This is an optimization exercise on Yosys and OpenROAD, whose aim is small area, a short achievable clock period and few clock cycles, not a production implementation.
At most, simulation tests tie the RTL to the original design; equivalence was not proved.
No activity file was given, so power comes from the tool's default toggle rates.

Setup of oak:
==> flow/design.v (excerpt) <==
module softmax_top (
  input  logic                   clk,
  input  logic                   reset,
  input  logic                   start,
  input  softmax_pkg::addr_t     start_addr,
  input  softmax_pkg::addr_t     end_addr,
  output logic                   wb_cyc,
  output logic                   wb_stb,
  output softmax_pkg::addr_t     wb_adr,
  input  softmax_pkg::row_t      wb_rdata,
  input  logic                   wb_ack,
  output logic                   out_valid,
  output softmax_pkg::diff_row_t out_row,
  output softmax_pkg::sum_t      sum,
  output logic                   busy,
  output logic                   done
);
Size: ~650 flip-flops, ~170 I/O pins, roughly 32,000 sq um of cells after synthesis.
==> flow/config.mk <==
export PLATFORM = sky130hd
export DESIGN_NAME = softmax_top
export DESIGN_NICKNAME = softmax_top
export VERILOG_FILES = /design/flow/design.v
export SDC_FILE = /design/flow/constraint.sdc
export NUM_CORES = 4
export LEC_CHECK = 0
export ABC_AREA = 1
export CAP_MARGIN = 20
export CORE_MARGIN = 2
export CORE_UTILIZATION = 65
export CTS_BUF_LIST = sky130_fd_sc_hd__clkbuf_8
export PLACE_DENSITY = 0.75
export SETUP_SLACK_MARGIN = 2.8
export SLEW_MARGIN = 20
==> flow/constraint.sdc <==
create_clock -name core_clock -period 5.5 [get_ports {clk}]
set_input_delay 1.1000 -clock core_clock [delete_from_list [all_inputs] [get_ports {clk}]]
set_output_delay 1.1000 -clock core_clock [all_outputs]
set_load 0.01 [all_outputs]
standard.sh (not shown) runs the stock make flow with config.mk's settings and CLKGATE_MAP_FILE= SYNTH_SCRIPT=/design/flow/synth_recipe.tcl, a recipe that flattens the netlist after the stock synthesis.
==> flow/flow/run.sh <==
#!/bin/bash
# The standard layout, with two changes to how it is made:
#  - ports are buffered with plain buffers (sky130_fd_sc_hd__buf_4) instead of
#    the delay cells buffer_ports picks by default;
#  - the resizer may change a cell's footprint when it sizes it.
# Synthesis is the standard one (standard.sh runs it unchanged).
set -euo pipefail
cd "$(dirname "$0")/.."
bash standard.sh \
  MATCH_CELL_FOOTPRINT=0 \
  "BUFFER_PORTS_ARGS=-buffer_cell sky130_fd_sc_hd__buf_4" \
  finish > flow_make.log 2>&1
Every stage of the flow completed for oak, and the final layout passed the timing, design-rule and antenna checks.
Testbench counts of oak, summed over its fixed seeds: cycles 20,322.
For pine, these inputs were changed with respect to oak:
Settings: SETUP_SLACK_MARGIN: 2.8 -> 2.6; CORE_UTILIZATION: 65 -> 55; PLACE_DENSITY: 0.75 -> unset.
==> comparison <==
Comparing oak and pine, share of the clock period used by the worst path after layout is lower on oak.
[compare] base=oak new=pine: cell internal power dissipation grew by 3.3%; routed wire length shrank by 3.7%; combinational power share lost 0.6 points; power share of the clock group up 2.3 points; final period demand of the worst path has increased.
Reported for oak and pine, area of the mapped netlist turned out identical to the last digit.
pine vs. oak: post-route total power now sits higher, cell count saw an increase, number of buffer and inverter instances along the worst setup path shrank by 1.
The following lists how birch was set up differently from pine:
Settings: swapping 2.6 for 2.8 in SETUP_SLACK_MARGIN; swapping sky130_fd_sc_hd__clkbuf_8 for sky130_fd_sc_hd__clkbuf_4 in CTS_BUF_LIST.
[summary]
- Relative to pine, global routing usage on met1 decreased by 0.81 points in birch.
- Note that the pin count of the biggest net entering global routing recorded for birch amounts to 1.18 times the value seen in pine.
- The power density over cell area of birch falls short of that of pine by about 1.9%.
- Hold slack ended up 210 ps lower on birch than on pine.
- Of birch and pine, the higher sum of buffers and inverters on the critical path belongs to birch.
- Sort birch and pine by wire length after detailed routing desc -> top: birch
- Against pine, birch comes in 230 um higher on routed length on met1.
- birch against pine: internal portion of total power fell by 3.0%, total track usage rose by 0.88 points, clock input transition at the sequential cells of the worst setup and hold paths stayed essentially flat.
Here is what was changed in the inputs of maple compared with birch.
Settings: changing CTS_BUF_LIST from sky130_fd_sc_hd__clkbuf_4 to sky130_fd_sc_hd__clkbuf_8; changing SETUP_SLACK_MARGIN from 2.8 to 3.0.
[summary]
- The type of the worst setup path comes out register to primary output in one run and register to register in the other, namely in birch and maple respectively.
- Total placed cells including tap cells essentially unchanged between birch and maple.
- Global placement routability congestion (maple vs. birch) decreases by a few percent
- Of the two candidates, birch has the better routed wire length and maple the worse one.
- Of birch and maple, the lower wire length of the first global-routing pass belongs to maple.
- Non-clock buffer total of the final layout (birch / maple): 0.69
- The tightest slew margin relative to the limit of maple was superior to that of birch.
The inputs of cedar differ from those of maple as listed below.
Settings: SETUP_SLACK_MARGIN changed from 3.0 to 2.8.
Findings:
As far as total negative setup slack goes, maple and cedar are indistinguishable; the numbers are identical.
| largest clock skew in the final design | lower: cedar |
Static leakage power, maple and cedar: higher on maple
Final cell count: cedar < maple
cedar completed; timing, DRC and antenna clean
Comparing maple with cedar, the sum of internal, switching and leakage power came out essentially unchanged.

========
softmax_top, a different RTL version from the one above (not shown whole).
Size: roughly 2,900 cells after synthesis, ~170 I/O pins, about 30,000 um^2 of cells after synthesis.
export LEC_CHECK = 0
export ABC_AREA = 1
export CAP_MARGIN = 20
export CORE_MARGIN = 2
export CORE_UTILIZATION = 55
export CTS_BUF_LIST = sky130_fd_sc_hd__clkbuf_8
export SETUP_SLACK_MARGIN = 3.0
export SLEW_MARGIN = 20
create_clock -name core_clock -period 5.5 [get_ports {clk}]
Scripts as last shown in full above: flow/flow/run.sh
Testbench counts at the start, summed over its fixed seeds: cycles 20,322.
Then changed:
==> flow/run.sh (new file) <==
#!/bin/bash
# synth_recipe.tcl (not shown) runs the flow's synth.tcl, then flattens the netlist and writes it again
# the make line also repeats each setting of config.mk as NAME=value (left out here)
make -C /OpenROAD-flow-scripts/flow DESIGN_CONFIG=/design/flow/config.mk WORK_HOME=/design/flow/orfs CLKGATE_MAP_FILE= SYNTH_SCRIPT=/design/flow/synth_recipe.tcl finish
- SETUP_SLACK_MARGIN: 3.0 -> 3.5
removed: flow/flow/run.sh
removed: flow/standard.sh
Outcome: Synthesized cell count stays the same; power grows by 4.3%; critical path depth grows by 5; final area grows by 8.2%; area after synthesis stays the same; utilization grows by 5.7 points; via count grows by 6.3%; wire length grows by 8.3%; cell count grows by 3.7%; flip-flop and latch count stays the same.

========
Setup of main:
Another version of the RTL of softmax_top (not shown whole).
Size: roughly 3100 cells after synthesis.
Settings: LEC_CHECK=0, ABC_AREA=1, CAP_MARGIN=20, CORE_MARGIN=2, CORE_UTILIZATION=55, CTS_BUF_LIST=sky130_fd_sc_hd__clkbuf_8, SETUP_SLACK_MARGIN=3.0, SLEW_MARGIN=20; clock period 5.5 ns.
run.sh (not shown) runs the stock make flow with config.mk's settings and CLKGATE_MAP_FILE= SYNTH_SCRIPT=/design/flow/synth_recipe.tcl, a recipe that flattens the netlist after the stock synthesis.
Stock flow here: none of the scripts above is used.
Testbench counts of main, summed over its fixed seeds: cycles 20,100.
[inputs] the feature branch vs main
Settings: changing CORE_UTILIZATION from 55 to 40; removing CTS_BUF_LIST (formerly sky130_fd_sc_hd__clkbuf_8).
==> run summary <==
- main → the feature branch: number of buffers inserted during clock tree synthesis shrank by 31%, part of the power in combinational logic shrank by 1.2 points, global routing usage on met2 shrank by 17 points, switching share of power shrank by 1.8 points.
- Starting utilization of the core area (higher): main
- Comparing non-clock buffer count for the feature branch and main, the bigger number came from the feature branch.
- Vias: the feature branch fewer than main
- Row routed wire length: the feature branch lower / main higher
- Tightest hold margin, the feature branch and main, higher one = main.
- ~same post-synthesis compound-gate area fraction in the feature branch and main
- The feature branch and main ended up with roughly the same remaining global-route overflow.

========
Another version of the RTL of softmax_top (not shown whole).
Size: ~2500 cells after synthesis.
export LEC_CHECK = 0
export CAP_MARGIN = 20
export CORE_MARGIN = 2
export CORE_UTILIZATION = 40
export SETUP_SLACK_MARGIN = 3.0
export SLEW_MARGIN = 20
create_clock -name core_clock -period 5.5 [get_ports {clk}]
The baseline went through all stages and came out clean.
Next try:
Settings changed: ABC_AREA from default to 1.
Cell area rose by 2.7%.
Via count came out higher by 8.2%.
Register-to-register slack gains 0.57 ns.
Total power fell by 5.1%.
Utilization came out lower by 0.43 points.
Sequential share of layout area went down by 1.2 points.
Area after synthesis increases by 3.0%.
Maximum frequency climbs by 19%.
Routed wire length climbs by 3.1%.
Function was not checked in any run of this note: the RTL went through the layout flow alone.

==> afterwards: timing with drivers on the ports <==
How much do the figures lean on ideal ports? The routed layouts below were timed once more, with nothing changed but the port constraints.
Step 1 assumes that a clkbuf_16 drives the clock port and a buf_2 every other input.
Step 2 adds t to the input delays and takes it off the output delays; t is the mean of the earliest and latest rising clock arrival at the registers after step 1. Input paths then give back, and output paths get back, about the clock's delay inside the block.
a / b / c = ideal ports / drivers / drivers and shift; a / b = the first two.
run	t (ns)	setup slack, ns	slew at the worst register clock pin (ns)	cell pins on the clock port's net
oak	0.749	2.831 / 2.831 / 2.090	0.08 / 0.08	1
pine	0.774	2.703 / 2.703 / 1.932	0.07 / 0.07	1
birch	1.093	2.790 / 2.728 / 1.839	0.08 / 0.08	1
maple	0.769	2.867 / 2.867 / 2.152	0.07 / 0.07	1
cedar	0.776	2.861 / 2.861 / 2.101	0.07 / 0.07	1
the first run of note 2	0.776	2.620 / 2.620 / 2.186	0.07 / 0.07	1
the second run of note 2	0.767	2.685 / 2.685 / 2.149	0.08 / 0.08	1
main	0.784	2.479 / 2.479 / 2.097	0.07 / 0.07	1
the feature branch	0.694	2.515 / 2.515 / 2.051	0.06 / 0.06	1
the first run of note 4	0.686	1.943 / 1.943 / 1.507	0.07 / 0.07	1
the second run of note 4	0.694	2.515 / 2.515 / 2.051	0.06 / 0.06	1
After both steps setup and hold are still met in every run listed. The setup slack of birch, which loses most, moves by -0.062 ns with the drivers and by -0.951 ns with both steps.
